This is an optimization exercise on Yosys and OpenROAD, whose aim is small area, not a production implementation.
Only simulation tests tie the RTL to the original design; equivalence was not proved.
No activity file was given, so power comes from the tool's default toggle rates. The flow treats the clock pin as an ideal source, which a real chip does not have.

## try-juniper
// led_matrix_pwm_scanner
module led_matrix_pwm_scanner #(
  parameter int COLUMNS  = lmps_pkg::COLUMNS_DEF,
  parameter int CHANNELS = lmps_pkg::CHANNELS_DEF
) (
  input  logic                              clk,
  input  logic                              rst,
  input  logic                              s_tvalid,
  output logic                              s_tready,
  input  logic [lmps_pkg::IN_DATA_W-1:0]    s_tdata,
  input  logic [lmps_pkg::OP_W-1:0]         s_tuser,
  output logic                              m_tvalid,
  input  logic                              m_tready,
  output logic [lmps_pkg::OUT_DATA_W-1:0]   m_tdata
);
Size in the first run: ~850 cells after synthesis, ~64 I/O pins, ~15000 sq um of cells after synthesis.
clock: 10.0 ns
lec_check: 0
cap_margin: 20
core_margin: 2
core_utilization: 70
place_density: 0.8
slew_margin: 20
standard.sh (not shown) runs the stock make flow with config.mk's settings and CLKGATE_MAP_FILE= SYNTH_SCRIPT=/design/flow/synth_recipe.tcl, a recipe that flattens the netlist after the stock synthesis.
==> flow/flow/run.sh <==
#!/bin/bash
# Standard ORFS layout with three changes:
#  - after the standard synthesis, the combinational cells are mapped again
#    for area by Yosys/ABC (flip-flops, their names and cell types untouched);
#  - CTS adds no dummy loads and uses buf_12 clusters of at most 36 sinks;
#  - the port buffers are buf_1, and one tie cell drives all constant outputs.
# Each tool's output goes to a log of its own in this folder.
set -euo pipefail
export CTS_ARGS="-sink_clustering_enable -repair_clock_nets -dont_use_dummy_load -buf_list {sky130_fd_sc_hd__buf_12} -root_buf sky130_fd_sc_hd__clkbuf_16 -tree_buf sky130_fd_sc_hd__clkbuf_16 -sink_clustering_size 34 -sink_clustering_max_diameter 60"
export BUFFER_PORTS_ARGS="-buffer_cell sky130_fd_sc_hd__buf_1"
export SKIP_REPAIR_TIE_FANOUT=1

bash standard.sh synth > synth.log 2>&1

RES=orfs/results/${FLOW_PLATFORM}/led_matrix_pwm_scanner/base
LIB=${FLOW_HOME}/platforms/${FLOW_PLATFORM}/lib/sky130_fd_sc_hd__tt_025C_1v80.lib
YOSYS=${FLOW_HOME}/../tools/install/yosys/bin/yosys
[[ -x $YOSYS ]] || YOSYS=yosys
cp ${RES}/1_2_yosys.v std_1_2_yosys.v
DU=""
for c in $(cat flow/dont_use.txt); do DU="$DU -dont_use $c"; done
cat > reopt.ys <<EOS
read_liberty -ignore_miss_func ${LIB}
blackbox sky130_fd_sc_hd__*df* sky130_fd_sc_hd__*dl* sky130_fd_sc_hd__conb*
read_verilog std_1_2_yosys.v
hierarchy -top ${FLOW_TOP}
flatten
opt -purge
abc -liberty ${LIB} ${DU} -script +strash;&get,-n;&st;&deepsyn,-T,30;&dch,-f;&nf,-R,1000;&put
opt_clean -purge
hilomap -singleton -hicell sky130_fd_sc_hd__conb_1 HI -locell sky130_fd_sc_hd__conb_1 LO
insbuf -buf sky130_fd_sc_hd__buf_1 A X
tee -o reopt_stat.txt stat -liberty ${LIB}
write_verilog -noattr -nohex -nodec reopt_1_2_yosys.v
EOS
cat > reopt_check.ys <<EOS
read_liberty -lib ${LIB}
read_verilog reopt_1_2_yosys.v
hierarchy -check -top ${FLOW_TOP}
check -assert -mapped
EOS
# Keep the standard netlist if the new mapping fails or does not check out.
if $YOSYS -s reopt.ys > reopt.log 2>&1 && $YOSYS -s reopt_check.ys > reopt_check.log 2>&1; then
  cp reopt_1_2_yosys.v ${RES}/1_2_yosys.v
  rm -f ${RES}/1_synth.odb ${RES}/1_synth.sdc
fi

bash standard.sh finish > finish.log 2>&1
Other scripts of this flow, unchanged in this note and not shown: flow/flow/dont_use.txt
> inputs changed (try-juniper -> try-umber)
diff --git a/flow/flow/run.sh b/flow/flow/run.sh
--- a/flow/flow/run.sh
+++ b/flow/flow/run.sh
@@ -3,11 +3,10 @@
 #  - after the standard synthesis, the combinational cells are mapped again
 #    for area by Yosys/ABC (flip-flops, their names and cell types untouched);
-#  - CTS adds no dummy loads and uses buf_12 clusters of at most 36 sinks;
-#  - the port buffers are buf_1, and one tie cell drives all constant outputs.
+#  - CTS adds no dummy loads and uses clkbuf_16 clusters of at most 36 sinks;
+#  - the port buffers are buf_1.
 # Each tool's output goes to a log of its own in this folder.
 set -euo pipefail
-export CTS_ARGS="-sink_clustering_enable -repair_clock_nets -dont_use_dummy_load -buf_list {sky130_fd_sc_hd__buf_12} -root_buf sky130_fd_sc_hd__clkbuf_16 -tree_buf sky130_fd_sc_hd__clkbuf_16 -sink_clustering_size 34 -sink_clustering_max_diameter 60"
+export CTS_ARGS="-sink_clustering_enable -repair_clock_nets -dont_use_dummy_load -buf_list {sky130_fd_sc_hd__clkbuf_16} -sink_clustering_size 36 -sink_clustering_max_diameter 60"
 export BUFFER_PORTS_ARGS="-buffer_cell sky130_fd_sc_hd__buf_1"
-export SKIP_REPAIR_TIE_FANOUT=1
 
 bash standard.sh synth > synth.log 2>&1
==> comparison <==
Reported leakage power was lower in try-juniper than in try-umber. In the flow results for try-umber and try-juniper, the via count is larger on try-juniper. Share of the cycle needed by the critical path after routing: try-umber vs try-juniper down 1.0 points. Changes observed in try-umber relative to try-juniper: power attributed to the clock group increased by about 4% relative to the old numbers, post-route core utilization grew by 0.70 points, wire length went down by 1300 um, hold slack up 0.058 ns. try-umber: count of routing violations after the opening detailed-route iteration is 4 higher than what try-juniper reported. Going from try-juniper to try-umber, clock network power share grows by 0.8 points.
Inputs modified between try-umber and try-fjord:
diff --git a/flow/flow/run.sh b/flow/flow/run.sh
--- a/flow/flow/run.sh
+++ b/flow/flow/run.sh
@@ -3,10 +3,11 @@
 #  - after the standard synthesis, the combinational cells are mapped again
 #    for area by Yosys/ABC (flip-flops, their names and cell types untouched);
-#  - CTS adds no dummy loads and uses clkbuf_16 clusters of at most 36 sinks;
-#  - the port buffers are buf_1.
+#  - CTS adds no dummy loads and uses buf_12 clusters of at most 36 sinks;
+#  - the port buffers are buf_1, and one tie cell drives all constant outputs.
 # Each tool's output goes to a log of its own in this folder.
 set -euo pipefail
-export CTS_ARGS="-sink_clustering_enable -repair_clock_nets -dont_use_dummy_load -buf_list {sky130_fd_sc_hd__clkbuf_16} -sink_clustering_size 36 -sink_clustering_max_diameter 60"
+export CTS_ARGS="-sink_clustering_enable -repair_clock_nets -dont_use_dummy_load -buf_list {sky130_fd_sc_hd__buf_12} -sink_clustering_size 32 -sink_clustering_max_diameter 60"
 export BUFFER_PORTS_ARGS="-buffer_cell sky130_fd_sc_hd__buf_1"
+export SKIP_REPAIR_TIE_FANOUT=1
 
 bash standard.sh synth > synth.log 2>&1
--- outcome ---
Delta (try-fjord minus try-umber): worst setup slack has increased; detailed-route wire length +about 2.3%; count of multi-input combinational gates has decreased. Share of layout cells above drive strength 1 delta (try-umber -> try-fjord): insignificant. Going from try-umber to try-fjord, final cell count shrank slightly. Total power: try-fjord below try-umber. Wire length of the first global-routing pass: try-fjord worse than try-umber. Compared try-fjord vs try-umber, and area growth from synthesis to layout is down in try-fjord. Transition time at the pin with the least slew margin for try-fjord is lower than for try-umber. When try-fjord is measured against try-umber, its multi-input gate area in the final layout turns out 2.9% lower.

[port drivers added, routing unchanged]
No port has a modelled driver above. Below, the same layouts with a new extraction and two added sets of constraints.
Step 1: set_driving_cell puts a clkbuf_16 on clk and a buf_2 on each other input, an assumption about the parent block.
Step 2 times the ports against the registers' clock, not the clock port: input delays grow and output delays shrink by t, the midpoint of the rising clock arrivals with the driver on.
Three values: no drivers, after step 1, after step 2; two values: the first two.
run	t (ns)	slack for setup (ns)	worst setup path at the end	latest minus earliest clock arrival (ns)	worst slew at a driven data input, ns
try-juniper	0.587	5.865 / 5.815 / 5.454	input to register	0.082 / 0.082	0.06
try-umber	0.591	5.966 / 5.922 / 5.476	input to register	0.057 / 0.056	0.04
try-fjord	0.547	5.992 / 5.945 / 5.542	input to register	0.059 / 0.059	0.05
After both steps every run listed still meets setup and hold. For try-umber, which loses most, drivers alone change the setup slack by -0.044 ns; drivers and shift together by -0.490 ns.
